This is an optimization exercise on Yosys and OpenROAD, whose aim is small area, a short achievable clock period and few clock cycles per item, not a production implementation.
At most, simulation tests tie the RTL to the original design; equivalence was not proved.
For runs 1, 2 and 4, only the layout was checked, not whether the RTL still works.
No activity file was given, so power comes from the tool's default toggle rates.

$ cat flow/config.mk
export PLATFORM = sky130hd
export DESIGN_NAME = data_mem_ctrl
export DESIGN_NICKNAME = data_mem_ctrl
export VERILOG_FILES = /design/flow/design.v
export SDC_FILE = /design/flow/constraint.sdc
export NUM_CORES = 4
export LEC_CHECK = 0
export CAP_MARGIN = 20
export CORE_MARGIN = 2
export CORE_UTILIZATION = 55
export CTS_CLUSTER_DIAMETER = 100
export CTS_CLUSTER_SIZE = 30
export SETUP_SLACK_MARGIN = 1.8
export SLEW_MARGIN = 20
export SYNTH_HIERARCHICAL = 1
$ cat flow/constraint.sdc
create_clock -name core_clock -period 4.0 [get_ports {CLK}]
set_input_delay 0.8000 -clock core_clock [delete_from_list [all_inputs] [get_ports {CLK}]]
set_output_delay 0.8000 -clock core_clock [all_outputs]
set_load 0.01 [all_outputs]
$ cat flow/design.v
package data_mem_pkg;
  localparam logic SZ_BYTE  = 1'b0;
  localparam logic SZ_WORD  = 1'b1;
  localparam logic RW_READ  = 1'b0;
  localparam logic RW_WRITE = 1'b1;
endpackage
module dm_rd_or8 (
  input  logic [7:0] d,
  input  logic [7:0] sel,
  output logic       y
);
  logic [3:0] w_l1;
  for (genvar i = 0; i < 4; i++) begin : g_l1
    assign w_l1[i] = ~((d[2*i] & sel[2*i]) | (d[2*i+1] & sel[2*i+1]));
  end
  assign y = ~&w_l1;
endmodule
module dm_rd_bit (
  input  logic [63:0] d,
  input  logic [7:0]  sel_lo,
  input  logic [7:0]  sel_hi,
  output logic        y
);
  logic [7:0] w_grp;
  for (genvar g = 0; g < 8; g++) begin : g_grp
    dm_rd_or8 u (.d(d[8*g +: 8]), .sel(sel_lo), .y(w_grp[g]));
  end
  dm_rd_or8 u_top (.d(w_grp), .sel(sel_hi), .y(y));
endmodule
module dm_out_word (
  input  logic v,
  input  logic load_w,
  input  logic q,
  input  logic hold,
  output logic d
);
  assign d = (v & load_w) | (q & hold);
endmodule
module dm_out_byte (
  input  logic [3:0] v,
  input  logic [3:0] load,
  input  logic       q,
  input  logic       hold,
  output logic       d
);
  assign d = |(v & load) | (q & hold);
endmodule
module data_mem_ctrl (
  input  logic        CLK,
  input  logic        CLR,
  input  logic        enable_i,
  input  logic        rw_i,
  input  logic        size_i,
  input  logic        load_i,
  input  logic [31:0] addr_i,
  input  logic [31:0] wdata_i,
  output logic [31:0] rdata_o,
  output logic        load_o,
  output logic        stall_o,
  output logic        done_o
  ,
  output logic        fault_o
);
  logic [31:0] r_mem [64];
  logic [7:0]  w_eff;
  logic [31:0] r_out, w_out_d, w_q, w_wdata;
  logic [7:0]  w_sel_lo, w_sel_hi;
  logic [3:0]  w_lanes, w_we, w_ld_byte;
  logic        r_ph, w_fault, w_rd_start, w_clr_out, w_ld_word, w_hold, w_unused;
  assign w_unused = ^addr_i[31:8];
  assign w_eff    = addr_i[7:0];
  assign w_fault = size_i == data_mem_pkg::SZ_WORD && w_eff[1:0] != 2'b00;
  assign fault_o = enable_i && w_fault;
  assign w_rd_start = enable_i && rw_i == data_mem_pkg::RW_READ && !w_fault && !r_ph;
  assign w_lanes = size_i == data_mem_pkg::SZ_WORD ? 4'hF : 4'b1000 >> w_eff[1:0];
  assign w_we    = (!CLR && enable_i && rw_i == data_mem_pkg::RW_WRITE && !w_fault) ? w_lanes : 4'h0;
  assign w_wdata = size_i == data_mem_pkg::SZ_WORD ? wdata_i : {4{wdata_i[7:0]}};
  always_ff @(posedge CLK) begin
    for (int b = 0; b < 4; b++)
      if (w_we[b]) r_mem[w_eff[7:2]][8*b +: 8] <= w_wdata[8*b +: 8];
  end
  always_comb
    for (int i = 0; i < 8; i++) begin
      w_sel_lo[i] = w_eff[4:2] == 3'(i);
      w_sel_hi[i] = w_eff[7:5] == 3'(i);
    end
  for (genvar j = 0; j < 32; j++) begin : g_rd
    logic [63:0] w_col;
    always_comb
      for (int i = 0; i < 64; i++) w_col[i] = r_mem[i][j];
    dm_rd_bit u_bit (.d(w_col), .sel_lo(w_sel_lo), .sel_hi(w_sel_hi), .y(w_q[j]));
  end
  assign w_clr_out = CLR || (enable_i && w_fault);
  assign w_hold    = !w_clr_out && !w_rd_start;
  assign w_ld_word = !w_clr_out && w_rd_start && size_i == data_mem_pkg::SZ_WORD;
  always_comb
    for (int k = 0; k < 4; k++)
      w_ld_byte[k] = !w_clr_out && w_rd_start &&
                     (size_i == data_mem_pkg::SZ_WORD ? k == 3 : w_eff[1:0] == 2'(k));
  for (genvar j = 8; j < 32; j++) begin : g_ow
    dm_out_word u (.v(w_q[j]), .load_w(w_ld_word), .q(r_out[j]), .hold(w_hold), .d(w_out_d[j]));
  end
  for (genvar j = 0; j < 8; j++) begin : g_ob
    dm_out_byte u (.v({w_q[j], w_q[8+j], w_q[16+j], w_q[24+j]}), .load(w_ld_byte), .q(r_out[j]),
                   .hold(w_hold), .d(w_out_d[j]));
  end
  assign rdata_o = (enable_i && w_fault) ? 32'h0 : r_out;
  assign done_o  = enable_i && (r_ph || rw_i == data_mem_pkg::RW_WRITE || w_fault);
  assign stall_o = enable_i && !done_o;
  assign load_o  = done_o && load_i;
  always_ff @(posedge CLK) begin
    r_ph  <= !CLR && w_rd_start;
    r_out <= w_out_d;
  end
endmodule
$ cat flow/run.sh
#!/bin/bash
# synth_recipe.tcl (not shown) runs the flow's synth.tcl, then flattens the netlist and writes it again
# the make line also repeats each setting of config.mk as NAME=value (left out here)
make -C /OpenROAD-flow-scripts/flow DESIGN_CONFIG=/design/flow/config.mk WORK_HOME=/design/flow/orfs CLKGATE_MAP_FILE= SYNTH_SCRIPT=/design/flow/synth_recipe.tcl finish
==> flow_summary_export.csv, run 1 <==
group,metric,value,unit
run_status,status,"no timing/DRC/antenna violations",
grt,grt_max_degree,65,
sta,tns,0,ns
synth,synthCells,4095,
synth,synth.yosys.warnings,7,
sta,setup_viol_count_final,0,
power_and_ir_drop,power_per_cell_area,408,mW/mm²
die,core,0.137,mm²
clock_network,cts_tree,"built",
grt,grt_pass1_wl,338,mm
drt,ant_nets,0,
power_and_ir_drop,leakage,28.0,nW
worst_setup_path,critical_path_arrival,2.02,ns
synth,async_reset_ff_share,0,%
synth,ys_ff_latch,2081,
synth,syn_area,0.0759,mm²
power_and_ir_drop,power_frac_seq,64.6,%
cells_and_area,nNetsFinal,4936,
synth,synth-edff-count,2048,
synth,yosys.area.top_type_share,81.0,%
die,die-area,0.141,mm²
placed_design,numPortBuffers,81,
sta,whs,0.328,ns
sta,post-route-period-util,70.5,%
power_and_ir_drop,combinationalPowerShare,7.8,%
drt,routedWlPerCell,37.2,µm
synth,seq_area_frac_synth,81.9,%
drt,via_per_inst,6.92,
synth,synth_cell_types,39,
grt,first_global_vias,43300,
clock_network,h-tree-depth,3,
cells_and_area,fillers,9176,
placed_design,dp_slack,0.0215,ns
power_and_ir_drop,switching_power,0.00834,W
die,dieHeight,375,µm
sta,maxSlewViolCount,0,
drt,drt-pass1-iter-count,5,
sta,fin_crit,2.82,ns
synth,avgSynthCellArea,18.5,µm²
worst_setup_path,cp-end-kind,"primary output",
drt,drt_iter0_drc,7180,
die,ios,106,
power_and_ir_drop,p_sw_share,22.4,%
clock_network,cts_hold_buf,0,
clock_network,cts_root_buf,"clkbuf_16",
power_and_ir_drop,p_int,0.0289,W
cells_and_area,syn2layout_area_growth,20.3,%
sta,finClkSkew,0.0316,ns
power_and_ir_drop,finalPower,0.0373,W
sta,layout_setup_ws,1.18,ns
grt,gr-total-overflow,0,
synth,yosys-top-cells-area,"edfxtp_1 81%, a22oi_1 11%, nand4_1 2.4%",
worst_setup_path,start_kind,"input port",
sta,rsz0062_at_grt,"true",
clock_network,clkTransAtPathRegs,0.11,ns
synth,syn_nets,4165,
die,row_count,136,
worst_setup_path,worstPathRequired,3.20,ns
power_and_ir_drop,vdd_ir_drop_max,0.341,mV
clock_network,clock_latency,0.75,ns
power_and_ir_drop,p_clk_share,27.6,%
drt,wl,250,mm
drt,num_vias,46600,
clock_network,cts_made_buffers,79,
sta,slew-limit-headroom,41.0,%
worst_hold_path,holdPathStages,1,
sta,finalHoldViolCount,0,
die,die_w,375,µm
worst_setup_path,path_max_fanout,7,
synth,synth_ff_type,"edfxtp_1",
placed_design,dp_hpwl,134,mm
grt,antenna_found_initial,11,
clock_network,clock-sinks,2081,
worst_setup_path,reg2reg_depth,7,
drt,drc_errors,0,
synth,yosys.area.top_type,"edfxtp_1",
cells_and_area,drive_gt1_share,26.7,%
worst_hold_path,hold_class,"input port to flip-flop",
die,initial_core_util,55.3,%
worst_setup_path,crit_type,"input port to primary output",
placed_design,gp_congestion,0.876,
sta,fmax,354,MHz
run,drv_cap,0,
clock_network,clockBufferDepth,3,
sta,worstMarginPinSlew,0.885,ns
grt,groute.usage.overall,34.7,%
## critical path, stage by stage
cell and delay (ns):
buf_8 0.10, o21ai_4 0.15, buf_12 0.17, or2_4 0.21, buf_12 0.17, buf_6 0.11, and2_4 0.16, buf_6 0.11
## Yosys stat by module, one instance, submodules excluded, a selection
module / times used / flip-flops and latches / cell area [µm²]
data_mem_ctrl: 1 / 2081 / 65100
dm_rd_or8: 288 / 0 / 36.3
dm_out_byte: 8 / 0 / 21.3
dm_out_word: 24 / 0 / 8.76
## layout by cell type (no fill, tap or decap), types with 3 or more instances in the layout
master,count
dfxtp_1,33
and3b_4,3
edfxtp_1,2048
nand2_1,43
and3_4,3
a22o_1,24
buf_8,12
a22oi_1,882
nand4_1,288
inv_6,4
buf_4,401
nand2_2,43
bufbuf_16,3
buf_12,99
nor2b_4,4
nor2_4,64
diode_2,7
and2_4,38
buf_6,99
and4bb_2,5
clkdlybuf4s50_1,25
nor3b_2,6
or3_4,3
buf_2,11
clkbuf_16,91
a222oi_1,8
buf_16,72
nand2_4,44
nor2_1,189
nor2_2,7
a22oi_2,278
clkbuf_1,52
nand3b_1,3
and4b_2,3
nor4b_4,4
## layer usage
metal	wire, µm	global-route usage, %	part of all wire, %
met1	98300	50.6	39
met2	110000	49.8	44
met3	32000	10.1	13
met4	9840	12.7	3.9
met5	770	1.92	0.31
## timing repair
action,4_1_cts,5_1_grt
pin swaps,290,106
cloned,62,11
gates resized for setup,733,138
setup endpoints to repair,3652,2071
buffers inserted,94,26
## sequential cells by signal, summed over array words and instances (netlist names)
register and flops:
r_mem 2048, r_out 32, r_ph 1
## layout make-up
class	instances	area [µm²]	area share [%]
clock inverter	6	60.1	0.0658
sequential	2081	62200	68.1
multi-input combinational	1963	15600	17.1
clock buffer	133	2220	2.43
inverter	4	17.5	0.0192
antenna	7	17.5	0.0192
tap	1794	2240	2.46
timing repair buffer	737	8970	9.82
## cells by family (layout without fill, tap and decap cells)
kind of cell / after synthesis / after routing / synth area share (%)
buffers and inverters: 55 / 880 / 0.457
AOI/OAI and AO/OA: 1196 / 1196 / 11.9
other: 0 / 7 / 0
DFF: 2081 / 2081 / 81.9
and+or+nand+nor: 761 / 765 / 5.72
xor gates and xnor gates: 2 / 2 / 0.0231
## synth_stat cells (3+ instances only)
| library cell | instances |
|---|---|
| edfxtp_1 | 2048 |
| a22oi_1 | 1160 |
| nand4_1 | 288 |
| nor2_1 | 200 |
| nand2_1 | 130 |
| nor2_4 | 59 |
| and2_1 | 37 |
| dfxtp_1 | 33 |
| a22o_1 | 24 |
| buf_2 | 19 |
| clkbuf_1 | 17 |
| a222oi_1 | 8 |
| and4bb_2 | 6 |
| buf_1 | 6 |
| buf_12 | 6 |
| nor3b_1 | 6 |
| nor2b_1 | 5 |
| nor3_1 | 5 |
| and4b_1 | 4 |
| nor4b_2 | 4 |
| inv_1 | 3 |
| nand3b_1 | 3 |
| or3_1 | 3 |
## stage by stage
step           instance area, µm²  utilization [%]  std cells
3_3_place_gp                82900             60.4       6386
2_1_floorplan               76100                -       4095
6_report                    91300             66.6       6725
5_1_grt                     91300             66.5       6719
4_1_cts                     90200             65.8       6681
3_5_place_dp                82900             60.4       6386
## final timing paths
check                    startpoint                      to  slack [ns]
setup reg to reg       r_ph$_DFF_P_        r_out[1]$_DFF_P_        1.87
setup / recovery          addr_i[1]             rdata_o[23]        1.18
hold / removal           wdata_i[0]  r_mem[15][0]$_DFFE_PP_        0.33
hold reg to reg   r_out[18]$_DFF_P_       r_out[18]$_DFF_P_        0.49
## power groups by stage
stage          registers, W  clock network (W)  logic (W)
3_5_place_dp         0.0246                  0    0.00222
2_1_floorplan        0.0246                  0    0.00103
5_1_grt              0.0241             0.0110    0.00300
4_1_cts              0.0241             0.0103    0.00274
6_report             0.0241             0.0103    0.00291
3_3_place_gp         0.0246                  0    0.00219
==> inputs of run 2 (changes only) <==
--- a/flow/design.v
+++ b/flow/design.v
@@ -45,6 +45,35 @@
 );
   assign d = |(v & load) | (q & hold);
 endmodule
+module dm_we (
+  input  logic sel_lo,
+  input  logic sel_hi,
+  input  logic lane,
+  output logic we
+);
+  assign we = sel_lo & sel_hi & lane;
+endmodule
+module dm_ctl (
+  input  logic       en,
+  input  logic       rw,
+  input  logic       size,
+  input  logic       ld,
+  input  logic [1:0] off,
+  input  logic       ph,
+  output logic       done,
+  output logic       stall,
+  output logic       load,
+  output logic       fault,
+  output logic       zero_n
+);
+  logic w_mis;
+  assign w_mis  = size && off != 2'b00;
+  assign done   = en && (ph || rw || w_mis);
+  assign stall  = en && !(ph || rw || w_mis);
+  assign load   = en && ld && (ph || rw || w_mis);
+  assign fault  = en && w_mis;
+  assign zero_n = !(en && w_mis);
+endmodule
 module data_mem_ctrl (
   input  logic        CLK,
   input  logic        CLR,
@@ -65,25 +94,30 @@
   logic [7:0]  w_eff;
   logic [31:0] r_out, w_out_d, w_q, w_wdata;
   logic [7:0]  w_sel_lo, w_sel_hi;
-  logic [3:0]  w_lanes, w_we, w_ld_byte;
-  logic        r_ph, w_fault, w_rd_start, w_clr_out, w_ld_word, w_hold, w_unused;
+  logic [3:0]  w_lanes, w_ld_byte;
+  logic        r_ph, w_fault, w_rd_start, w_clr_out, w_ld_word, w_hold, w_zero_n, w_fault_o;
+  logic        w_unused;
   assign w_unused = ^addr_i[31:8];
   assign w_eff    = addr_i[7:0];
   assign w_fault = size_i == data_mem_pkg::SZ_WORD && w_eff[1:0] != 2'b00;
-  assign fault_o = enable_i && w_fault;
+  assign fault_o = w_fault_o;
   assign w_rd_start = enable_i && rw_i == data_mem_pkg::RW_READ && !w_fault && !r_ph;
-  assign w_lanes = size_i == data_mem_pkg::SZ_WORD ? 4'hF : 4'b1000 >> w_eff[1:0];
-  assign w_we    = (!CLR && enable_i && rw_i == data_mem_pkg::RW_WRITE && !w_fault) ? w_lanes : 4'h0;
+  assign w_lanes = (!CLR && enable_i && rw_i == data_mem_pkg::RW_WRITE && !w_fault) ?
+                   (size_i == data_mem_pkg::SZ_WORD ? 4'hF : 4'b1000 >> w_eff[1:0]) : 4'h0;
   assign w_wdata = size_i == data_mem_pkg::SZ_WORD ? wdata_i : {4{wdata_i[7:0]}};
-  always_ff @(posedge CLK) begin
-    for (int b = 0; b < 4; b++)
-      if (w_we[b]) r_mem[w_eff[7:2]][8*b +: 8] <= w_wdata[8*b +: 8];
-  end
   always_comb
     for (int i = 0; i < 8; i++) begin
       w_sel_lo[i] = w_eff[4:2] == 3'(i);
       w_sel_hi[i] = w_eff[7:5] == 3'(i);
     end
+  for (genvar i = 0; i < 64; i++) begin : g_word
+    for (genvar b = 0; b < 4; b++) begin : g_lane
+      logic w_we;
+      dm_we u_we (.sel_lo(w_sel_lo[i % 8]), .sel_hi(w_sel_hi[i / 8]), .lane(w_lanes[b]), .we(w_we));
+      always_ff @(posedge CLK)
+        if (w_we) r_mem[i][8*b +: 8] <= w_wdata[8*b +: 8];
+    end
+  end
   for (genvar j = 0; j < 32; j++) begin : g_rd
     logic [63:0] w_col;
     always_comb
@@ -104,10 +138,20 @@
     dm_out_byte u (.v({w_q[j], w_q[8+j], w_q[16+j], w_q[24+j]}), .load(w_ld_byte), .q(r_out[j]),
                    .hold(w_hold), .d(w_out_d[j]));
   end
-  assign rdata_o = (enable_i && w_fault) ? 32'h0 : r_out;
-  assign done_o  = enable_i && (r_ph || rw_i == data_mem_pkg::RW_WRITE || w_fault);
-  assign stall_o = enable_i && !done_o;
-  assign load_o  = done_o && load_i;
+  dm_ctl u_ctl (
+    .en    (enable_i),
+    .rw    (rw_i),
+    .size  (size_i),
+    .ld    (load_i),
+    .off   (w_eff[1:0]),
+    .ph    (r_ph),
+    .done  (done_o),
+    .stall (stall_o),
+    .load  (load_o),
+    .fault (w_fault_o),
+    .zero_n(w_zero_n)
+  );
+  assign rdata_o = r_out & {32{w_zero_n}};
   always_ff @(posedge CLK) begin
     r_ph  <= !CLR && w_rd_start;
     r_out <= w_out_d;
==> run 2 against run 1 <==
Effect of this change: sequential power barely moved; critical endpoint is now rdata_o[18]; die area decreased by 0.65%; critical path type unchanged; total power down 0.58%; highest routed layer unchanged; still clean; clock skew is 0.0012 ns lower; clock power is essentially flat; final area decreased by 1.4%; register-to-register slack worse by 0.29 ns.
==> flow_summary_export.csv, run 2 <==
group,metric,value,unit
placed_design,dp_slack,0.181,ns
sta,finalHoldViolCount,0,
synth,synth.most_common_cell,"edfxtp_1",
drt,drt_iter0_drc,5539,
clock_network,clkTransAtPathRegs,0.11,ns
drt,via_per_inst,6.86,
grt,first_global_vias,41600,
run,drv_cap,0,
synth,synth_top_family_by_area,"compound AO/OA/AOI/OAI gates",
sta,fmax,364,MHz
clock_network,cts_made_buffers,79,
grt,grt_busiest_layer,"met2",
synth,ys_top_cells_by_count,"2048 x edfxtp_1, 1160 x a22oi_1, 288 x nand4_1, 259 x and3_1, 60 x nand2_1",
grt,grt_pass1_wl,297,mm
synth,syn_area,0.0754,mm²
synth,avgSynthCellArea,19.0,µm²
clock_network,clock-sinks,2081,
sta,finClkSkew,0.0304,ns
synth,synthSimpleGateAreaFrac,5.45,%
worst_hold_path,hold_class,"input port to flip-flop",
drt,drt-pass1-iter-count,6,
synth,yosys-top-cells-area,"edfxtp_1 82%, a22oi_1 12%, nand4_1 2.4%",
worst_setup_path,rrSetupSlack,1.58,ns
synth,syn_nets,4040,
worst_setup_path,cp_cell_sequence,"buf_8 > o21ai_4 > or2_4 > buf_12 > buf_16 > and2_4 > buf_6",
worst_setup_path,cp_num_buf_inv,4,
synth,async_reset_ff_share,0,%
die,ios,106,
die,core,0.136,mm²
die,row_count,135,
grt,met2_usage,46.1,%
power_and_ir_drop,vdd_ir_drop_max,0.356,mV
grt,grt_util_met3,4.68,%
drt,wl,210,mm
sta,setup_viol_count_final,0,
sta,layout_setup_ws,1.25,ns
clock_network,cts_root_buf,"clkbuf_16",
drt,drc_errors,0,
grt,groute.usage.overall,29.2,%
clock_network,cts_tree,"built",
drt,num_vias,43700,
worst_setup_path,start_kind,"input port",
grt,grt_max_degree,82,
sta,maxSlewViolCount,0,
sta,slew-limit-headroom,42.4,%
worst_setup_path,crit_family,"buffers and inverters",
worst_setup_path,crit_type,"input port to primary output",
cells_and_area,layout_common_cells,"2048 x edfxtp_1, 754 x a22oi_1, 406 x a22oi_2",
placed_design,numPortBuffers,81,
synth,synth_adder_area_share,0,%
grt,grtUsageMet1,43.8,%
worst_setup_path,cp-end-kind,"primary output",
synth,synthXorXnorAreaFrac,0.0232,%
worst_setup_path,critical_path.slowest_cell,"or2_4",
cells_and_area,final_common_cell,"edfxtp_1",
worst_setup_path,critPathMaxStageDelay,0.25,ns
cells_and_area,drive_gt1_share,28.7,%
worst_setup_path,critical_path_arrival,1.95,ns
cells_and_area,nNetsFinal,4622,
clock_network,clock_latency,0.73,ns
die,die-area,0.140,mm²
die,dieHeight,374,µm
power_and_ir_drop,leakage,27.2,nW
cells_and_area,largest_reg_flops,2048,
synth,ys_ff_latch,2081,
synth,synth_cell_types,30,
cells_and_area,syn2layout_area_growth,19.4,%
sta,post-route-period-util,68.7,%
drt,ant_nets,0,
clock_network,clockBufferDepth,3,
placed_design,gp_congestion,0.808,
sta,worstMarginPinSlew,0.863,ns
worst_setup_path,worstPathRequired,3.20,ns
grt,antenna_found_initial,2,
placed_design,dp_hpwl,115,mm
run_status,status,"no timing/DRC/antenna violations",
drt,routedWlPerCell,33.0,µm
power_and_ir_drop,finalPower,0.0371,W
sta,fin_crit,2.75,ns
grt,gr-total-overflow,0,
die,die_w,374,µm
die,initial_core_util,55.5,%
worst_setup_path,path_max_fanout,8,
synth,synth.yosys.warnings,8,
synth,muxShareOfSynthArea,0,%
synth,yosys.area.top_type,"edfxtp_1",
synth,synth_compound_area_share,12.0,%
clock_network,h-tree-depth,3,
synth,synth-edff-count,2048,
synth,synthCells,3970,
power_and_ir_drop,power_per_cell_area,412,mW/mm²
synth,synth_ff_type,"edfxtp_1",
synth,yosys.area.top_type_share,81.6,%
synth,seq_area_frac_synth,82.5,%
sta,rsz0062_at_grt,"true",
cells_and_area,final_core_utilization,66.3,%
[run 2: through the flow]
stage / setup TNS [ns] / cell area [µm²] / hold slack (ns) / cells
CTS: 0 / 88900 / 0.361 / 6341
detailed placement: 0 / 81400 / 0.447 / 6082
finish: 0 / 90000 / 0.393 / 6371
global route: 0 / 90000 / 0.379 / 6370
global placement: 0 / 81400 / 0.453 / 6082
floorplan: -4646.47 / 75500 / 0.434 / 3970
[run 2: power by group]
group | switching [W] | internal, W | total, W
clock network | 0.00626 | 0.00389 | 0.0102
logic | 0.00185 | 0.000985 | 0.00284
registers | 0.00000947 | 0.0241 | 0.0241
[run 2: what timing repair did]
action                                   CTS  global route
endpoints found under the setup margin  2182          2307
pin swaps                                292           158
hold buffers                               0             0
gates cloned                              57            14
setup buffers                             84            15
resized for setup                       1052           157
[run 2: area by class of cell]
cell class                      count  area, µm²
Sequential cell                  2081      62200
Clock inverter                      5       50.0
Fill cell                        9129      45800
Antenna cell                        1       2.50
Multi-Input combinational cell   1880      16300
Tap cell                         1781       2230
Timing Repair Buffer              509       7060
Inverter                            1       6.26
Clock buffer                      113       2190
[run 2: path summary, 6_finish.rpt]
check	startpoint	to	depth (start not counted)
hold reg to reg	r_out[6]$_DFF_P_	r_out[6]$_DFF_P_	2
hold / removal	wdata_i[1]	r_mem[12][1]$_DFFE_PP_	1
setup / recovery	addr_i[1]	rdata_o[18]	7
setup reg to reg	r_ph$_DFF_P_	r_out[5]$_DFF_P_	6
[run 2: layer usage]
metal	up-vias	routed length, µm
li1	18600	-
met1	22900	88100
met2	1958	101000
met3	178	18100
met4	2	3560
met5	-	13
[run 2: logic make-up (layout without fill, tap and decap cells)]
family / count (synthesis) / in the layout
xor gates and xnor gates: 2 / 2
AOI/OAI and AO/OA: 1200 / 1200
buffers and inverters: 11 / 628
and+or+nand+nor: 676 / 678
DFF: 2081 / 2081
other: 0 / 1
[run 2: Yosys stat by module (local to each module, per instance), excerpt]
| module | times used | cell area [µm²] |
|---|---|---|
| data_mem_ctrl | 1 | 62900 |
| dm_ctl | 1 | 46.3 |
| dm_rd_or8 | 288 | 36.3 |
| dm_out_byte | 8 | 21.3 |
| dm_out_word | 24 | 8.76 |
| dm_we | 256 | 6.26 |
==> inputs of run 3 (changes only) <==
--- a/flow/design.v
+++ b/flow/design.v
@@ -63,8 +63,7 @@
   output logic       done,
   output logic       stall,
   output logic       load,
-  output logic       fault,
-  output logic       zero_n
+  output logic       fault
 );
   logic w_mis;
   assign w_mis  = size && off != 2'b00;
@@ -72,7 +71,15 @@
   assign stall  = en && !(ph || rw || w_mis);
   assign load   = en && ld && (ph || rw || w_mis);
   assign fault  = en && w_mis;
-  assign zero_n = !(en && w_mis);
+endmodule
+module dm_rdata4 (
+  input  logic [3:0] r,
+  input  logic       en,
+  input  logic       size,
+  input  logic [1:0] off,
+  output logic [3:0] y
+);
+  assign y = (en && size && off != 2'b00) ? 4'h0 : r;
 endmodule
 module data_mem_ctrl (
   input  logic        CLK,
@@ -95,7 +102,7 @@
   logic [31:0] r_out, w_out_d, w_q, w_wdata;
   logic [7:0]  w_sel_lo, w_sel_hi;
   logic [3:0]  w_lanes, w_ld_byte;
-  logic        r_ph, w_fault, w_rd_start, w_clr_out, w_ld_word, w_hold, w_zero_n, w_fault_o;
+  logic        r_ph, w_fault, w_rd_start, w_clr_out, w_ld_word, w_hold, w_fault_o;
   logic        w_unused;
   assign w_unused = ^addr_i[31:8];
   assign w_eff    = addr_i[7:0];
@@ -148,10 +155,12 @@
     .done  (done_o),
     .stall (stall_o),
     .load  (load_o),
-    .fault (w_fault_o),
-    .zero_n(w_zero_n)
+    .fault (w_fault_o)
   );
-  assign rdata_o = r_out & {32{w_zero_n}};
+  for (genvar j = 0; j < 8; j++) begin : g_rdo
+    dm_rdata4 u (.r(r_out[4*j +: 4]), .en(enable_i), .size(size_i), .off(w_eff[1:0]),
+                 .y(rdata_o[4*j +: 4]));
+  end
   always_ff @(posedge CLK) begin
     r_ph  <= !CLR && w_rd_start;
     r_out <= w_out_d;
--- a/flow/config.mk
+++ b/flow/config.mk
@@ -7,9 +7,9 @@
 export LEC_CHECK = 0
 export CAP_MARGIN = 20
 export CORE_MARGIN = 2
-export CORE_UTILIZATION = 55
+export CORE_UTILIZATION = 65
 export CTS_CLUSTER_DIAMETER = 100
-export CTS_CLUSTER_SIZE = 30
-export SETUP_SLACK_MARGIN = 1.8
+export CTS_CLUSTER_SIZE = 24
+export SETUP_SLACK_MARGIN = 2.0
 export SLEW_MARGIN = 20
 export SYNTH_HIERARCHICAL = 1
==> run 3 against run 2 <==
Effect of this change: critical endpoint is now r_out[1]$_DFF_P_; still clean; global-route usage up 5.8 points; register-to-register slack gained 0.26 ns; setup slack better by 0.18 ns; sequential share of layout area shrank 0.99 points; clock skew down 0.0027 ns; first-iteration DRC count rose by 21%; routed wire length is 0.92% higher; core utilization rose by 13 points; highest routed layer unchanged; critical path depth is 5 higher.
==> flow_summary_export.csv, run 3 <==
group,metric,value,unit
worst_hold_path,holdPathStages,2,
grt,antenna_found_initial,9,
worst_setup_path,crit_type,"input port to flip-flop",
worst_setup_path,reg2reg_depth,5,
worst_setup_path,worstPathRequired,4.61,ns
synth,avgSynthCellArea,19.0,µm²
cells_and_area,nNetsFinal,4712,
cells_and_area,final_cells,6213,
sta,finClkSkew,0.0278,ns
synth,synth.most_common_cell,"edfxtp_1",
synth,synthCells,3974,
worst_setup_path,cp-end-kind,"flip-flop",
grt,gr-total-overflow,0,
worst_setup_path,rrSetupSlack,1.84,ns
worst_setup_path,worst_r2r_endpoint,"r_out[4]$_DFF_P_",
clock_network,h-tree-depth,3,
synth,yosys.area.top_type_share,81.5,%
worst_setup_path,start_kind,"input port",
clock_network,clkTransAtPathRegs,0.09,ns
cells_and_area,layout_common_cells,"2048 x edfxtp_1, 849 x a22oi_1, 311 x a22oi_2",
grt,groute.usage.overall,35.0,%
sta,maxSlewViolCount,0,
grt,grt_pass1_wl,298,mm
synth,syn_area,0.0755,mm²
synth,ys_top_cells_by_count,"2048 x edfxtp_1, 1160 x a22oi_1, 288 x nand4_1, 259 x and3_1, 60 x nand2_1",
die,die_w,345,µm
run_status,status,"no timing/DRC/antenna violations",
sta,fmax,389,MHz
clock_network,clockBufferDepth,3,
placed_design,dp.cells,5898,
grt,grt_max_degree,65,
worst_hold_path,hold_class,"flip-flop to flip-flop",
synth,ys_ff_latch,2081,
worst_hold_path,hold_start,"r_out[1]$_DFF_P_",
worst_hold_path,hold_end,"r_out[1]$_DFF_P_",
drt,wl,212,mm
die,die-area,0.119,mm²
clock_network,cts_root_buf,"clkbuf_16",
sta,worstMarginPinSlew,0.805,ns
drt,drt-pass1-iter-count,8,
drt,num_vias,45100,
sta,tns,0,ns
sta,finalHoldViolCount,0,
clock_network,cts_made_buffers,96,
sta,fin_crit,2.57,ns
placed_design,numPortBuffers,81,
sta,setup_viol_count_final,0,
worst_setup_path,path_max_fanout,7,
die,initial_core_util,65.2,%
drt,routedWlPerCell,34.2,µm
placed_design,gp_congestion,0.839,
synth,synth.yosys.warnings,8,
clock_network,clock_latency,0.72,ns
clock_network,cts_tree,"built",
power_and_ir_drop,vdd_ir_drop_max,0.468,mV
die,core,0.116,mm²
power_and_ir_drop,leakage,27.7,nW
clock_network,cts_hold_buf,0,
die,row_count,125,
drt,via_per_inst,7.26,
die,dieHeight,345,µm
synth,async_reset_ff_share,0,%
synth,syn_nets,4044,
synth,synth_ff_type,"edfxtp_1",
cells_and_area,largest_reg_flops,2048,
synth,yosys.area.top_type,"edfxtp_1",
grt,first_global_vias,42800,
cells_and_area,syn2layout_area_growth,21.0,%
worst_setup_path,critical_path_arrival,3.18,ns
cells_and_area,final_common_cell,"edfxtp_1",
sta,rsz0062_at_grt,"true",
synth,seq_area_frac_synth,82.4,%
sta,slew-limit-headroom,46.4,%
drt,ant_nets,0,
die,ios,106,
sta,post-route-period-util,64.2,%
worst_setup_path,r2r_start,"r_ph$_DFF_P_",
drt,drc_errors,0,
synth,synth-edff-count,2048,
placed_design,dp_hpwl,117,mm
power_and_ir_drop,power_per_cell_area,416,mW/mm²
synth,yosys-top-cells-area,"edfxtp_1 81%, a22oi_1 12%, nand4_1 2.4%",
run,drv_cap,0,
drt,drt_iter0_drc,6675,
cells_and_area,drive_gt1_share,28.2,%
synth,synth_cell_types,30,
clock_network,clock-sinks,2081,
[run 3: cell count changes after synthesis, sizes merged]
cell    change
o211ai      +8
clkbuf      -3
or2         -1
[run 3: worst max-delay path by stage]
stage,startpoint,end,cells after the start
finish,addr_i[3],r_out[1]$_DFF_P_,12
global route,addr_i[3],r_out[4]$_DFF_P_,11
CTS,addr_i[0],rdata_o[29],6
detailed placement,addr_i[4],r_out[2]$_DFF_P_,12
global placement,addr_i[4],r_out[5]$_DFF_P_,12
floorplan,addr_i[3],r_out[0]$_DFF_P_,7
[run 3: per-layer routing]
layer / vias up / GRT usage [%] / part of all wire [%]
met4: 10 / 9.76 / 2.8
met2: 2785 / 53.4 / 47
met1: 23200 / 52.3 / 39
li1: 18800 / - / -
met3: 318 / 7.33 / 12
met5: - / 0 / 0.090
[run 3: power by group]
part	internal, W	total (W)	switching, W
clock	0.00469	0.0110	0.00636
combinational	0.000989	0.00285	0.00186
sequential	0.0241	0.0241	0.00000872
total	0.0297	0.0380	0.00823
[run 3: kinds of logic after synthesis]
kind of cell / count (synthesis) / share of synthesized area [%]
and+or+nand+nor: 675 / 5.44
buffers and inverters: 8 / 0.0431
xor gates and xnor gates: 2 / 0.0232
DFF: 2081 / 82.4
AOI/OAI and AO/OA: 1208 / 12.1
[run 3: critical path, stage by stage]
cell	delay, ns
buf_12	0.10
and3b_4	0.32
buf_12	0.21
buf_16	0.19
buf_8	0.14
a22oi_2	0.14
nand4_1	0.18
a22oi_2	0.29
nand4_1	0.28
a22oi_2	0.22
buf_4	0.19
nand2_1	0.06
[run 3: layout make-up]
class,instances,area [µm²]
clock buffer,139,2690
clock inverter,2,25.0
sequential,2081,62200
antenna,4,10.0
multi-input combinational,1886,16600
timing repair buffer,576,7890
inverter,1,3.75
fill,6092,24400
tap,1524,1910
[run 3: per-module statistics from Yosys, one instance, submodules excluded, excerpt]
module	cells inside	flip-flops and latches	cell area, µm²
dm_we	1	0	6.26
dm_out_word	1	0	8.76
dm_rdata4	5	0	37.5
dm_ctl	8	0	40.0
dm_out_byte	3	0	21.3
data_mem_ctrl	2182	2081	62700
dm_rd_or8	5	0	36.3
[run 3: stage by stage]
stage          total power [W]  util [%]  hold WS, ns  area [µm²]  setup WS (ns)
2_1_floorplan           0.0256         -        0.433       75600          -3.06
3_3_place_gp            0.0267      70.6        0.449       81700         0.0911
3_5_place_dp            0.0268      70.6        0.451       81700         0.0457
4_1_cts                 0.0378      77.3        0.486       89500           1.48
5_1_grt                 0.0388      78.9        0.515       91300           1.42
6_report                0.0380      78.9        0.486       91300           1.43
[run 3: timing repair]
item / in CTS / in global routing
endpoints found under the setup margin: 2604 / 2153
setup buffers: 74 / 19
gates resized for setup: 1052 / 252
pin swaps: 280 / 233
cloned: 55 / 22
Testbench counts of run 3, summed over its fixed seeds: cycles 7,338, items 4,800.
==> inputs of run 4 (changes only) <==
--- a/flow/design.v
+++ b/flow/design.v
@@ -81,6 +81,12 @@
 );
   assign y = (en && size && off != 2'b00) ? 4'h0 : r;
 endmodule
+module dm_dec8 (
+  input  logic [2:0] a,
+  output logic [7:0] y
+);
+  assign y = 8'b1 << a;
+endmodule
 module data_mem_ctrl (
   input  logic        CLK,
   input  logic        CLR,
@@ -101,6 +107,8 @@
   logic [7:0]  w_eff;
   logic [31:0] r_out, w_out_d, w_q, w_wdata;
   logic [7:0]  w_sel_lo, w_sel_hi;
+  logic [7:0]  w_rsel_lo [4];
+  logic [7:0]  w_rsel_hi [2];
   logic [3:0]  w_lanes, w_ld_byte;
   logic        r_ph, w_fault, w_rd_start, w_clr_out, w_ld_word, w_hold, w_fault_o;
   logic        w_unused;
@@ -112,11 +120,14 @@
   assign w_lanes = (!CLR && enable_i && rw_i == data_mem_pkg::RW_WRITE && !w_fault) ?
                    (size_i == data_mem_pkg::SZ_WORD ? 4'hF : 4'b1000 >> w_eff[1:0]) : 4'h0;
   assign w_wdata = size_i == data_mem_pkg::SZ_WORD ? wdata_i : {4{wdata_i[7:0]}};
-  always_comb
-    for (int i = 0; i < 8; i++) begin
-      w_sel_lo[i] = w_eff[4:2] == 3'(i);
-      w_sel_hi[i] = w_eff[7:5] == 3'(i);
-    end
+  dm_dec8 u_dec_wlo (.a(w_eff[4:2]), .y(w_sel_lo));
+  dm_dec8 u_dec_whi (.a(w_eff[7:5]), .y(w_sel_hi));
+  for (genvar c = 0; c < 4; c++) begin : g_dec_lo
+    dm_dec8 u (.a(w_eff[4:2]), .y(w_rsel_lo[c]));
+  end
+  for (genvar c = 0; c < 2; c++) begin : g_dec_hi
+    dm_dec8 u (.a(w_eff[7:5]), .y(w_rsel_hi[c]));
+  end
   for (genvar i = 0; i < 64; i++) begin : g_word
     for (genvar b = 0; b < 4; b++) begin : g_lane
       logic w_we;
@@ -129,7 +140,7 @@
     logic [63:0] w_col;
     always_comb
       for (int i = 0; i < 64; i++) w_col[i] = r_mem[i][j];
-    dm_rd_bit u_bit (.d(w_col), .sel_lo(w_sel_lo), .sel_hi(w_sel_hi), .y(w_q[j]));
+    dm_rd_bit u_bit (.d(w_col), .sel_lo(w_rsel_lo[j / 8]), .sel_hi(w_rsel_hi[j / 16]), .y(w_q[j]));
   end
   assign w_clr_out = CLR || (enable_i && w_fault);
   assign w_hold    = !w_clr_out && !w_rd_start;
==> run 4 against run 3 <==
Effect of this change: sequential cell count unchanged; final cell count hardly changed; global-route usage grew 1.5 points; via count up 2.7%; critical path depth did not move; largest power group unchanged; die area rose by 0.53%; routed wire length rose by 7.6%; core utilization fell by 0.31 points; clock-buffer cell count decreased by 22; highest routed layer unchanged; clock skew is 0.00064 ns lower; register-to-register slack about the same.
==> flow_summary_export.csv, run 4 <==
group,metric,value,unit
run_status,status,"no timing/DRC/antenna violations",
synth,avgSynthCellArea,18.9,µm²
worst_setup_path,crit_path_end,"r_out[6]$_DFF_P_",
synth,synth.most_common_cell,"edfxtp_1",
worst_setup_path,worst_r2r_endpoint,"r_out[0]$_DFF_P_",
cells_and_area,syn2layout_area_growth,20.2,%
placed_design,dp_hpwl,118,mm
cells_and_area,layout_common_cells,"2048 x edfxtp_1, 889 x a22oi_1, 288 x nand4_1",
run,drv_cap,0,
worst_setup_path,worstPathRequired,4.61,ns
grt,first_global_vias,43800,
worst_setup_path,critical_path_arrival,3.22,ns
die,die-area,0.119,mm²
power_and_ir_drop,power_per_cell_area,414,mW/mm²
cells_and_area,drive_gt1_share,27.6,%
synth,synth_compound_area_share,12.1,%
die,core,0.116,mm²
cells_and_area,multi_input_area,0.0173,mm²
synth,synth_adder_area_share,0,%
cells_and_area,largest_reg_flops,2048,
sta,worstMarginPinSlew,0.872,ns
sta,layout_setup_ws,1.39,ns
drt,drt_iter0_drc,7587,
cells_and_area,final_cells,6210,
synth,syn_nets,4089,
synth,synth_top_family_by_area,"compound AO/OA/AOI/OAI gates",
sta,tns,0,ns
worst_setup_path,cp-end-kind,"flip-flop",
grt,grt_max_degree,65,
drt,dr_wl_met2,104,mm
cells_and_area,fin_area,0.0912,mm²
placed_design,dp.cells,5824,
grt,gr-total-overflow,0,
die,die_w,346,µm
worst_hold_path,hold_class,"flip-flop to flip-flop",
synth,ys_ff_latch,2081,
cells_and_area,final_core_utilization,78.6,%
clock_network,cts_made_buffers,96,
worst_setup_path,reg2reg_depth,4,
drt,via_per_inst,7.46,
synth,syn_area,0.0759,mm²
drt,drc_errors,0,
die,dieHeight,346,µm
die,ios,106,
drt,num_vias,46400,
synth,synth-edff-count,2048,
grt,grt_pass1_wl,311,mm
drt,wl_met3,31.5,mm
worst_hold_path,holdPathStages,1,
synth,async_reset_ff_share,0,%
sta,maxSlewViolCount,0,
placed_design,gp_congestion,0.861,
placed_design,place_area,0.0812,mm²
worst_setup_path,r2r_start,"r_ph$_DFF_P_",
synth,synthSimpleGateAreaFrac,5.94,%
drt,m1WireLength,83.6,mm
synth,seq_area_frac_synth,81.9,%
synth,ys_top_cells_by_count,"2048 x edfxtp_1, 1160 x a22oi_1, 288 x nand4_1, 257 x and3_1, 57 x nand2_1",
worst_setup_path,crit_type,"input port to flip-flop",
worst_setup_path,start_kind,"input port",
sta,fin_crit,2.61,ns
placed_design,numPortBuffers,81,
power_and_ir_drop,vdd_ir_drop_max,0.503,mV
clock_network,clockBufferDepth,3,
drt,routed.top_layer,"met5",
placed_design,dp_slack,0.231,ns
synth,synthCells,4019,
drt,drt-pass1-iter-count,8,
synth,synth.yosys.warnings,11,
grt,groute.usage.overall,36.5,%
synth,synth_ff_type,"edfxtp_1",
sta,rsz0062_at_grt,"true",
sta,fmax,383,MHz
synth,muxShareOfSynthArea,0,%
synth,yosys.area.top_type_share,81.1,%
worst_setup_path,path_max_fanout,8,
grt,antenna_found_initial,16,
clock_network,clkTransAtPathRegs,0.09,ns
sta,post-route-period-util,65.3,%
sta,slew-limit-headroom,41.7,%
cells_and_area,fillers,6168,
synth,synth_cell_types,31,
cells_and_area,seq_area,0.0622,mm²
clock_network,cts_tree,"built",
die,initial_core_util,65.4,%
worst_setup_path,cp-startpoint,"addr_i[2]",
cells_and_area,nNetsFinal,4729,
sta,finalHoldViolCount,0,
synth,synthXorXnorAreaFrac,0.0231,%
drt,ant_nets,0,
sta,setup_viol_count_final,0,
sta,finClkSkew,0.0271,ns
synth,yosys-top-cells-area,"edfxtp_1 81%, a22oi_1 11%, nand4_1 2.4%",
worst_setup_path,rrSetupSlack,1.83,ns
power_and_ir_drop,leakage,27.6,nW
cells_and_area,final_common_cell,"edfxtp_1",
drt,routedWlPerCell,36.8,µm
clock_network,clock-sinks,2081,
clock_network,clock_latency,0.73,ns
drt,wl,228,mm
synth,yosys.area.top_type,"edfxtp_1",
clock_network,h-tree-depth,3,
clock_network,cts_root_buf,"clkbuf_16",
die,row_count,125,
-- run 4: changes by cell type after synthesis, sizes merged --
| cell | change |
|---|---|
| nand2 | -3 |
| nor3b | +18 |
| and3 | +6 |
| nor3 | +6 |
| and3b | +21 |
| nor2 | -3 |
-- run 4: kinds of logic after synthesis --
family,count (synthesis)
compound gates,1208
xor+xnor,2
buf+inv,8
flops,2081
simple gates,720
-- run 4: worst min-delay path by stage --
stage | start | end | slack, ns
global route | r_out[17]$_DFF_P_ | r_out[17]$_DFF_P_ | 0.51
detailed placement | r_out[10]$_DFF_P_ | r_out[10]$_DFF_P_ | 0.45
finish | r_out[10]$_DFF_P_ | r_out[10]$_DFF_P_ | 0.48
CTS | r_out[9]$_DFF_P_ | r_out[9]$_DFF_P_ | 0.48
global placement | r_out[11]$_DFF_P_ | r_out[11]$_DFF_P_ | 0.45
floorplan | r_out[0]$_DFF_P_ | r_out[0]$_DFF_P_ | 0.43
-- run 4: layer usage --
metal | vias up | track usage, %
met1 | 23600 | 53.4
met5 | - | 0
met3 | 511 | 8.54
li1 | 18900 | -
met4 | 6 | 11.8
met2 | 3336 | 55.4
-- run 4: cell type report --
type / instances / area share, %
multi-input cells: 1941 / 18.9
diodes: 7 / 0.0192
clock buffers: 117 / 2.74
clock inverters: 1 / 0.00960
inverters: 1 / 0.00412
well taps: 1524 / 2.09
flip-flops and latches: 2081 / 68.2
repair buffers: 538 / 8.05
-- run 4: Yosys stat by module (local to each module, per instance), excerpt --
module / cells / copies in the design / area (µm²) / flip-flops and latches
data_mem_ctrl: 2163 / 1 / 62600 / 2081
dm_ctl: 8 / 1 / 40.0 / 0
dm_dec8: 8 / 8 / 65.1 / 0
dm_out_byte: 3 / 8 / 21.3 / 0
dm_out_word: 1 / 24 / 8.76 / 0
dm_rd_or8: 5 / 288 / 36.3 / 0
dm_rdata4: 5 / 8 / 37.5 / 0
dm_we: 1 / 256 / 6.26 / 0
-- run 4: power breakdown --
part / switching, W / internal [W]
logic: 0.00205 / 0.00101
clock network: 0.00626 / 0.00441
registers: 0.0000124 / 0.0241
-- run 4: critical path: stages --
cell	delay, ns
buf_16	0.11
buf_12	0.13
buf_6	0.11
and3b_4	0.24
buf_12	0.14
buf_16	0.14
a22oi_2	0.18
nand4_1	0.24
a22oi_2	0.30
nand4_1	0.28
a222oi_1	0.42
nand2_1	0.10
-- run 4: per-stage QoR --
stage	hold WS (ns)	power, W
floorplan	0.433	0.0255
global placement	0.454	0.0268
detailed placement	0.453	0.0268
CTS	0.483	0.0375
global route	0.512	0.0386
finish	0.483	0.0378
-- run 4: what timing repair did --
item                       in CTS  in global routing
setup endpoints to repair    3588               2674
setup buffers                 146                 29
gates cloned                   54                 32
gates resized for setup      1025                213
hold buffers                    0                  0
pin swaps                     225                189
==> inputs of run 5 (changes only) <==
--- a/flow/design.v
+++ b/flow/design.v
@@ -53,24 +53,44 @@
 );
   assign we = sel_lo & sel_hi & lane;
 endmodule
-module dm_ctl (
+module dm_done (
   input  logic       en,
   input  logic       rw,
   input  logic       size,
-  input  logic       ld,
   input  logic [1:0] off,
   input  logic       ph,
-  output logic       done,
-  output logic       stall,
-  output logic       load,
+  output logic       done
+);
+  assign done = en && (ph || rw || (size && off != 2'b00));
+endmodule
+module dm_stall (
+  input  logic       en,
+  input  logic       rw,
+  input  logic       size,
+  input  logic [1:0] off,
+  input  logic       ph,
+  output logic       stall
+);
+  assign stall = en && !(ph || rw || (size && off != 2'b00));
+endmodule
+module dm_load (
+  input  logic       en,
+  input  logic       rw,
+  input  logic       size,
+  input  logic [1:0] off,
+  input  logic       ph,
+  input  logic       ld,
+  output logic       load
+);
+  assign load = en && ld && (ph || rw || (size && off != 2'b00));
+endmodule
+module dm_fault (
+  input  logic       en,
+  input  logic       size,
+  input  logic [1:0] off,
   output logic       fault
 );
-  logic w_mis;
-  assign w_mis  = size && off != 2'b00;
-  assign done   = en && (ph || rw || w_mis);
-  assign stall  = en && !(ph || rw || w_mis);
-  assign load   = en && ld && (ph || rw || w_mis);
-  assign fault  = en && w_mis;
+  assign fault = en && size && off != 2'b00;
 endmodule
 module dm_rdata4 (
   input  logic [3:0] r,
@@ -156,18 +176,13 @@
     dm_out_byte u (.v({w_q[j], w_q[8+j], w_q[16+j], w_q[24+j]}), .load(w_ld_byte), .q(r_out[j]),
                    .hold(w_hold), .d(w_out_d[j]));
   end
-  dm_ctl u_ctl (
-    .en    (enable_i),
-    .rw    (rw_i),
-    .size  (size_i),
-    .ld    (load_i),
-    .off   (w_eff[1:0]),
-    .ph    (r_ph),
-    .done  (done_o),
-    .stall (stall_o),
-    .load  (load_o),
-    .fault (w_fault_o)
-  );
+  dm_done  u_done  (.en(enable_i), .rw(rw_i), .size(size_i), .off(w_eff[1:0]), .ph(r_ph),
+                    .done(done_o));
+  dm_stall u_stall (.en(enable_i), .rw(rw_i), .size(size_i), .off(w_eff[1:0]), .ph(r_ph),
+                    .stall(stall_o));
+  dm_load  u_load  (.en(enable_i), .rw(rw_i), .size(size_i), .off(w_eff[1:0]), .ph(r_ph),
+                    .ld(load_i), .load(load_o));
+  dm_fault u_fault (.en(enable_i), .size(size_i), .off(w_eff[1:0]), .fault(w_fault_o));
   for (genvar j = 0; j < 8; j++) begin : g_rdo
     dm_rdata4 u (.r(r_out[4*j +: 4]), .en(enable_i), .size(size_i), .off(w_eff[1:0]),
                  .y(rdata_o[4*j +: 4]));
==> flow/flow/run.sh (new file) <==
#!/bin/bash
set -euo pipefail
bash standard.sh MATCH_CELL_FOOTPRINT=0 "BUFFER_PORTS_ARGS=-buffer_cell sky130_fd_sc_hd__buf_4" finish > standard.log 2>&1
==> flow/standard.sh (new file) <==
#!/bin/bash
# synth_recipe.tcl (not shown) runs the flow's synth.tcl, then flattens the netlist and writes it again
# the make line also repeats each setting of config.mk as NAME=value (left out here)
make -C /OpenROAD-flow-scripts/flow DESIGN_CONFIG=/design/flow/config.mk WORK_HOME=/design/flow/orfs CLKGATE_MAP_FILE= SYNTH_SCRIPT=/design/flow/synth_recipe.tcl "${@:-finish}"
removed: flow/run.sh
==> run 5 against run 4 <==
Effect of this change: clock power is essentially flat; critical endpoint is now r_out[0]$_DFF_P_; first-iteration DRC count shrank 9.2%; register-to-register slack is essentially flat; critical path type unchanged; final area shrank 4.4%; non-clock buffer count shrank 151; critical path depth grew 1; clock-buffer cell count is the same.
==> flow_summary_export.csv, run 5 <==
group,metric,value,unit
worst_setup_path,cp_cell_sequence,"buf_16 > buf_8 > nor3b_4 > buf_6 > buf_12 > buf_12 > a22oi_2 > nand4_1 > a22oi_2 > nand4_1 > buf_4 > a222oi_1 > nand2_1",
cells_and_area,final_common_cell,"edfxtp_1",
drt,drt_iter0_drc,6888,
run,drv_cap,0,
die,dieHeight,346,µm
synth,seq_area_frac_synth,81.9,%
cells_and_area,drive_gt1_share,24.8,%
synth,synth_cell_types,32,
worst_setup_path,critical_path_arrival,3.10,ns
synth,yosys.area.top_type_share,81.0,%
die,row_count,125,
drt,wl,209,mm
grt,first_global_vias,42100,
grt,grt_pass1_wl,295,mm
die,ios,106,
sta,worstMarginPinSlew,1.13,ns
synth,yosys-top-cells-area,"edfxtp_1 81%, a22oi_1 11%, nand4_1 2.4%",
worst_setup_path,crit_type,"input port to flip-flop",
worst_setup_path,path_max_fanout,6,
clock_network,clockBufferDepth,3,
drt,via_per_inst,7.32,
die,core,0.116,mm²
grt,gr-total-overflow,0,
drt,ant_nets,0,
run_status,status,"no timing/DRC/antenna violations",
sta,finalHoldViolCount,0,
synth,ys_top_cells_by_count,"2048 x edfxtp_1, 1160 x a22oi_1, 288 x nand4_1, 257 x and3_1, 57 x nand2_1",
grt,grt_max_degree,65,
clock_network,cts_tree,"built",
clock_network,h-tree-depth,3,
clock_network,clock_latency,0.74,ns
clock_network,cts_hold_buf,0,
placed_design,numPortBuffers,81,
grt,antenna_found_initial,15,
worst_setup_path,worstPathRequired,4.61,ns
worst_setup_path,critPathMaxStageDelay,0.32,ns
synth,yosys.area.top_type,"edfxtp_1",
drt,num_vias,44300,
sta,fmax,401,MHz
clock_network,clkTransAtPathRegs,0.09,ns
synth,synth.most_common_cell,"edfxtp_1",
worst_setup_path,crit_family,"buffers and inverters",
sta,setup_viol_count_final,0,
sta,layout_setup_ws,1.51,ns
synth,synth.yosys.warnings,11,
die,die-area,0.119,mm²
power_and_ir_drop,finalPower,0.0375,W
cells_and_area,syn2layout_area_growth,14.9,%
cells_and_area,layout_common_cells,"2048 x edfxtp_1, 921 x a22oi_1, 288 x nand4_1",
drt,drc_errors,0,
grt,groute.usage.overall,34.6,%
drt,drt-pass1-iter-count,6,
sta,rsz0062_at_grt,"true",
worst_setup_path,cp-end-kind,"flip-flop",
synth,synth-edff-count,2048,
worst_setup_path,cp_num_buf_inv,6,
die,initial_core_util,65.4,%
synth,syn_nets,4092,
synth,avgSynthCellArea,18.9,µm²
cells_and_area,nNetsFinal,4579,
clock_network,cts_made_buffers,96,
power_and_ir_drop,power_per_cell_area,430,mW/mm²
worst_hold_path,hold_class,"input port to flip-flop",
cells_and_area,fillers,6680,
placed_design,dp_hpwl,118,mm
placed_design,gp_congestion,0.848,
cells_and_area,multi_input_area,0.0161,mm²
synth,async_reset_ff_share,0,%
worst_setup_path,start_kind,"input port",
synth,syn_area,0.0759,mm²
sta,fin_crit,2.49,ns
sta,post-route-period-util,62.3,%
cells_and_area,seq_area,0.0622,mm²
sta,maxSlewViolCount,0,
clock_network,clock-sinks,2081,
sta,tns,0,ns
clock_network,cts_root_buf,"clkbuf_16",
sta,slew-limit-headroom,24.8,%
drt,routedWlPerCell,34.6,µm
power_and_ir_drop,leakage,26.7,nW
cells_and_area,largest_reg_flops,2048,
worst_setup_path,critical_path.slowest_cell,"a22oi_2",
synth,ys_ff_latch,2081,
sta,finClkSkew,0.0216,ns
synth,synthCells,4022,
power_and_ir_drop,vdd_ir_drop_max,0.519,mV
synth,synth_ff_type,"edfxtp_1",
die,die_w,346,µm
placed_design,dp_slack,0.166,ns
-- run 5: changes by cell type after synthesis --
cell / previous run / this run
nor2_1: 4 / 5
a21boi_1: 0 / 1
o211a_1: 0 / 1
inv_1: 1 / 0
o21ai_2: 1 / 0
a21oi_1: 4 / 3
o21ai_1: 0 / 3
-- run 5: final cells by class --
type	count	share of cell area, %
well taps	1524	2.19
diodes	2	0.00574
repair buffers	387	5.23
multi-input cells	1943	18.4
clock buffers	117	2.87
clock inverters	1	0.0100
flip-flops and latches	2081	71.3
-- run 5: worst min-delay path, stage by stage --
cell and delay, ns:
clkbuf_16 0.14, o21a_1 0.15, nor2_1 0.05
-- run 5: where the power goes --
part           switching [W]  internal, W
sequential        0.00000972       0.0241
combinational        0.00192     0.000837
clock                0.00627      0.00441
total                0.00819       0.0293
-- run 5: layer usage --
metal / part of all wire [%] / GRT usage (%) / up-vias
met4: 2.7 / 10.0 / 12
met5: 0.073 / 0.160 / -
met3: 12 / 6.47 / 324
li1: - / - / 18600
met1: 39 / 52.3 / 22600
met2: 47 / 52.5 / 2787
-- run 5: Yosys stat by module, one instance, submodules excluded, excerpt --
module | flops+latches | area [µm²]
dm_out_word | 0 | 8.76
dm_rdata4 | 0 | 37.5
dm_we | 0 | 6.26
dm_stall | 0 | 15.0
dm_done | 0 | 16.3
dm_out_byte | 0 | 21.3
dm_rd_or8 | 0 | 36.3
dm_load | 0 | 17.5
data_mem_ctrl | 2081 | 62600
dm_fault | 0 | 10.0
dm_dec8 | 0 | 65.1
-- run 5: cells by family (layout without fill, tap and decap cells) --
family,after synthesis,count (layout),synth area share (%)
AO/OA/AOI/OAI,1211,1211,12.1
XOR/XNOR,2,2,0.0231
buffers and inverters,7,505,0.0379
flip-flops,2081,2081,81.9
other,0,2,0
AND/OR/NAND/NOR,721,730,5.95
-- run 5: final timing paths --
| path | slack (ns) | cells past startpoint | from | end |
|---|---|---|---|---|
| worst max-delay path | 1.51 | 13 | addr_i[2] | r_out[0]$_DFF_P_ |
| worst min-delay path | 0.45 | 3 | addr_i[1] | r_ph$_DFF_P_ |
| worst max register to register | 1.82 | 5 | r_ph$_DFF_P_ | r_out[2]$_DFF_P_ |
| worst min register to register | 0.48 | 1 | r_out[8]$_DFF_P_ | r_out[8]$_DFF_P_ |
-- run 5: per-stage QoR --
| stage | std cells | hold WS [ns] | area (µm²) | util [%] |
|---|---|---|---|---|
| 2_1_floorplan | 4022 | 0.433 | 76400 | - |
| 3_5_place_dp | 5804 | 0.454 | 80800 | 69.6 |
| 4_1_cts | 6036 | 0.415 | 86400 | 74.5 |
| 5_1_grt | 6055 | 0.460 | 87200 | 75.2 |
| 6_report | 6055 | 0.448 | 87200 | 75.2 |
| 3_3_place_gp | 5804 | 0.449 | 80800 | 69.6 |
-- run 5: repair_timing --
| action | in CTS | in global routing |
|---|---|---|
| setup endpoints to repair | 3105 | 1238 |
| pin swaps | 186 | 144 |
| setup buffers | 76 | 11 |
| gates resized for setup | 444 | 169 |
| gates cloned | 38 | 5 |
Testbench counts of run 5, summed over its fixed seeds: cycles 7,338, items 4,800.
==> inputs of run 6 (changes only) <==
--- a/flow/config.mk
+++ b/flow/config.mk
@@ -7,7 +7,7 @@
 export LEC_CHECK = 0
 export CAP_MARGIN = 20
 export CORE_MARGIN = 2
-export CORE_UTILIZATION = 65
+export CORE_UTILIZATION = 70
 export CTS_CLUSTER_DIAMETER = 100
 export CTS_CLUSTER_SIZE = 24
 export SETUP_SLACK_MARGIN = 2.0
==> run 6 against run 5 <==
Effect of this change: global-route usage grew 3.6 points; core utilization grew 7.1 points; largest power group unchanged; largest cell class unchanged; synthesized cell count is the same; via count grew 3.9%; critical endpoint is now r_out[3]$_DFF_P_; critical path type unchanged; clock power is essentially flat; first-iteration DRC count grew 14%.
==> flow_summary_export.csv, run 6 <==
group,metric,value,unit
sta,fmax,378,MHz
grt,met2_usage,57.4,%
worst_hold_path,hold_end,"r_mem[32][7]$_DFFE_PP_",
synth,yosys.area.top_type_share,81.0,%
worst_setup_path,critPathMaxStageDelay,0.48,ns
synth,syn_nets,4092,
sta,fin_crit,2.65,ns
synth,synth.most_common_cell,"edfxtp_1",
sta,finClkSkew,0.0170,ns
die,row_count,120,
worst_setup_path,path_max_fanout,8,
sta,slew-limit-headroom,42.5,%
cells_and_area,drive_gt1_share,25.3,%
synth,ys_top_cells_by_count,"2048 x edfxtp_1, 1160 x a22oi_1, 288 x nand4_1, 257 x and3_1, 57 x nand2_1",
drt,drc_errors,0,
sta,tns,0,ns
die,core,0.107,mm²
clock_network,clock-sinks,2081,
cells_and_area,final_cells,5993,
grt,grtUsageMet1,55.1,%
drt,wl,217,mm
die,dieHeight,333,µm
synth,synth_ff_type,"edfxtp_1",
power_and_ir_drop,leakage,27.0,nW
synth,seq_area_frac_synth,81.9,%
worst_setup_path,worstPathRequired,4.61,ns
die,initial_core_util,70.7,%
worst_setup_path,cp-startpoint,"addr_i[4]",
grt,grt_max_degree,66,
cells_and_area,syn2layout_area_growth,16.3,%
synth,ys_ff_latch,2081,
synth,yosys-top-cells-area,"edfxtp_1 81%, a22oi_1 11%, nand4_1 2.4%",
worst_setup_path,critical_path.slowest_cell,"a222oi_1",
die,die_w,333,µm
sta,maxSlewViolCount,0,
sta,finalHoldViolCount,0,
drt,num_vias,46100,
placed_design,dp_hpwl,114,mm
sta,setup_viol_count_final,0,
drt,drt-pass1-iter-count,8,
power_and_ir_drop,vdd_ir_drop_max,0.504,mV
drt,via_per_inst,7.69,
power_and_ir_drop,p_int,0.0296,W
clock_network,cts_made_buffers,96,
placed_design,gp_congestion,0.879,
grt,groute.usage.overall,38.2,%
cells_and_area,fillers,5091,
grt,grt_busiest_layer,"met2",
clock_network,clockBufferDepth,3,
grt,grt_util_met3,10.5,%
drt,drt_iter0_drc,7858,
cells_and_area,final_common_cell,"edfxtp_1",
sta,whs,0.410,ns
die,die-area,0.111,mm²
worst_setup_path,cp_cell_sequence,"buf_16 > buf_12 > and3b_4 > buf_16 > a22oi_2 > nand4_1 > a22oi_2 > nand4_1 > a222oi_1 > nand2_1",
power_and_ir_drop,power_frac_seq,63.7,%
placed_design,place_area,0.0806,mm²
sta,post-route-period-util,66.2,%
grt,antenna_found_initial,10,
cells_and_area,fin_area,0.0883,mm²
worst_setup_path,critical_path_arrival,3.25,ns
placed_design,dp.cells,5673,
synth,avgSynthCellArea,18.9,µm²
drt,routedWlPerCell,36.3,µm
worst_hold_path,hold_class,"input port to flip-flop",
synth,synth_cell_types,32,
grt,gr-total-overflow,0,
worst_setup_path,rrSetupSlack,1.65,ns
power_and_ir_drop,p_clk_share,28.8,%
synth,synth.yosys.warnings,11,
clock_network,cts_hold_buf,0,
power_and_ir_drop,combinationalPowerShare,7.5,%
sta,worstMarginPinSlew,0.856,ns
power_and_ir_drop,p_sw_share,21.7,%
clock_network,h-tree-depth,3,
worst_setup_path,reg2reg_depth,5,
placed_design,numPortBuffers,81,
clock_network,clkTransAtPathRegs,0.09,ns
power_and_ir_drop,switching_power,0.00819,W
worst_setup_path,worst_r2r_endpoint,"r_out[3]$_DFF_P_",
synth,syn_area,0.0759,mm²
worst_setup_path,crit_type,"input port to flip-flop",
drt,ant_nets,0,
grt,first_global_vias,42900,
worst_setup_path,r2r_start,"r_ph$_DFF_P_",
worst_setup_path,cp-end-kind,"flip-flop",
synth,yosys.area.top_type,"edfxtp_1",
cells_and_area,nNetsFinal,4614,
worst_setup_path,start_kind,"input port",
grt,grt_pass1_wl,301,mm
sta,rsz0062_at_grt,"true",
cells_and_area,largest_reg_flops,2048,
run,drv_cap,0,
run_status,status,"no timing/DRC/antenna violations",
clock_network,clock_latency,0.73,ns
synth,synthCells,4022,
synth,async_reset_ff_share,0,%
power_and_ir_drop,power_per_cell_area,428,mW/mm²
die,ios,106,
synth,synth-edff-count,2048,
clock_network,cts_root_buf,"clkbuf_16",
worst_hold_path,holdPathStages,1,
worst_hold_path,hold_start,"wdata_i[7]",
cells_and_area,layout_common_cells,"2048 x edfxtp_1, 937 x a22oi_1, 288 x nand4_1",
clock_network,cts_tree,"built",
-- run 6: changes by cell type in the layout (fill, tap and decap cells not counted), sizes merged, moves of 2 or more --
cell    change
and3        -2
inv         +2
clkbuf     +36
buf        +24
-- run 6: power groups by stage --
stage | sequential (W) | combinational, W | clock, W
2_1_floorplan | 0.0246 | 0.000959 | 0
3_3_place_gp | 0.0246 | 0.00213 | 0
3_5_place_dp | 0.0246 | 0.00218 | 0
4_1_cts | 0.0241 | 0.00260 | 0.0109
5_1_grt | 0.0241 | 0.00288 | 0.0116
6_report | 0.0241 | 0.00282 | 0.0109
-- run 6: area by class of cell --
cell class,count,area (µm²),share of cell area (%)
Clock buffer,140,2670,3.03
Clock inverter,3,26.3,0.0298
Sequential cell,2081,62200,70.4
Multi-Input combinational cell,1941,16400,18.5
Tap cell,1403,1760,1.99
Antenna cell,1,2.50,0.00284
Timing Repair Buffer,424,5290,5.99
-- run 6: per-stage QoR --
step	util [%]	setup slack [ns]	power [W]
floorplan	-	1.08	0.0255
global placement	75.1	0.302	0.0267
detailed placement	75.1	0.273	0.0267
CTS	81.1	1.51	0.0375
global route	82.2	1.42	0.0385
finish	82.2	1.35	0.0378
-- run 6: how the worst max path moves through the flow --
stage | end | cells past startpoint
5_1_grt | r_out[3]$_DFF_P_ | 10
6_report | r_out[3]$_DFF_P_ | 10
3_3_place_gp | r_out[6]$_DFF_P_ | 11
3_5_place_dp | r_out[1]$_DFF_P_ | 9
4_1_cts | r_out[3]$_DFF_P_ | 10
2_1_floorplan | r_out[0]$_DFF_P_ | 7
-- run 6: critical path, delay by kind of cell --
kind	cells	cell delay, ns
AOI/OAI and AO/OA	3	0.98
and+or+nand+nor	4	0.98
buffers and inverters	3	0.46
-- run 6: logic make-up after synthesis --
logic type | synth area share [%]
buffers and inverters | 0.0379
DFF | 81.9
and+or+nand+nor | 5.95
xor gates and xnor gates | 0.0231
AOI/OAI and AO/OA | 12.1
-- run 6: layer usage --
metal,up-vias,part of all wire (%)
li1,18700,-
met1,23200,35
met2,3614,46
met3,547,15
met4,12,3.9
met5,-,0.036
-- run 6: what timing repair did --
item,in CTS,in global routing
gates cloned,60,13
endpoints found under the setup margin,2623,1574
buffers inserted,77,26
gates resized for setup,544,184
pin swaps,167,102
-- run 6: Yosys stat by module (local to each module, per instance), excerpt --
module / cell area, µm² / copies in the design / flops+latches
dm_fault: 10.0 / 1 / 0
data_mem_ctrl: 62600 / 1 / 2081
dm_stall: 15.0 / 1 / 0
dm_load: 17.5 / 1 / 0
dm_we: 6.26 / 256 / 0
dm_dec8: 65.1 / 8 / 0
dm_out_byte: 21.3 / 8 / 0
dm_rdata4: 37.5 / 8 / 0

## port drivers added, routing unchanged
How much do the figures lean on ideal ports? The routed layouts below were timed once more, with nothing changed but the port constraints. Step 1 assumes that a clkbuf_16 drives the clock port and a buf_2 every other input. Step 2 moves the port delays by t, midway between the first and last clock arrival at a register: inputs arrive t later, outputs are due t later. That takes back most of the time a late clock gives input paths. a / b / c = no drivers / after step 1 / after step 2; a / b = the first two.
| run | t, ns | slack for setup (ns) | hold slack, ns | worst setup path after step 2 |
|---|---|---|---|---|
| run 1 | 0.811 | 1.178 / 1.125 / 0.579 | 0.328 / 0.277 / 0.490 | input to register |
| run 2 | 0.800 | 1.252 / 1.214 / 0.511 | 0.393 / 0.417 / 0.493 | input to register |
| run 3 | 0.790 | 1.430 / 1.400 / 0.661 | 0.486 / 0.486 / 0.486 | input to register |
| run 4 | 0.799 | 1.388 / 1.225 / 0.426 | 0.483 / 0.483 / 0.483 | input to register |
| run 5 | 0.806 | 1.509 / 1.347 / 0.541 | 0.448 / 0.479 / 0.479 | input to register |
| run 6 | 0.796 | 1.351 / 1.154 / 0.358 | 0.410 / 0.355 / 0.495 | input to register |
After both steps setup and hold are still met in every run listed. The setup slack of run 6, which loses most, moves by -0.197 ns with the drivers and by -0.993 ns with both steps.
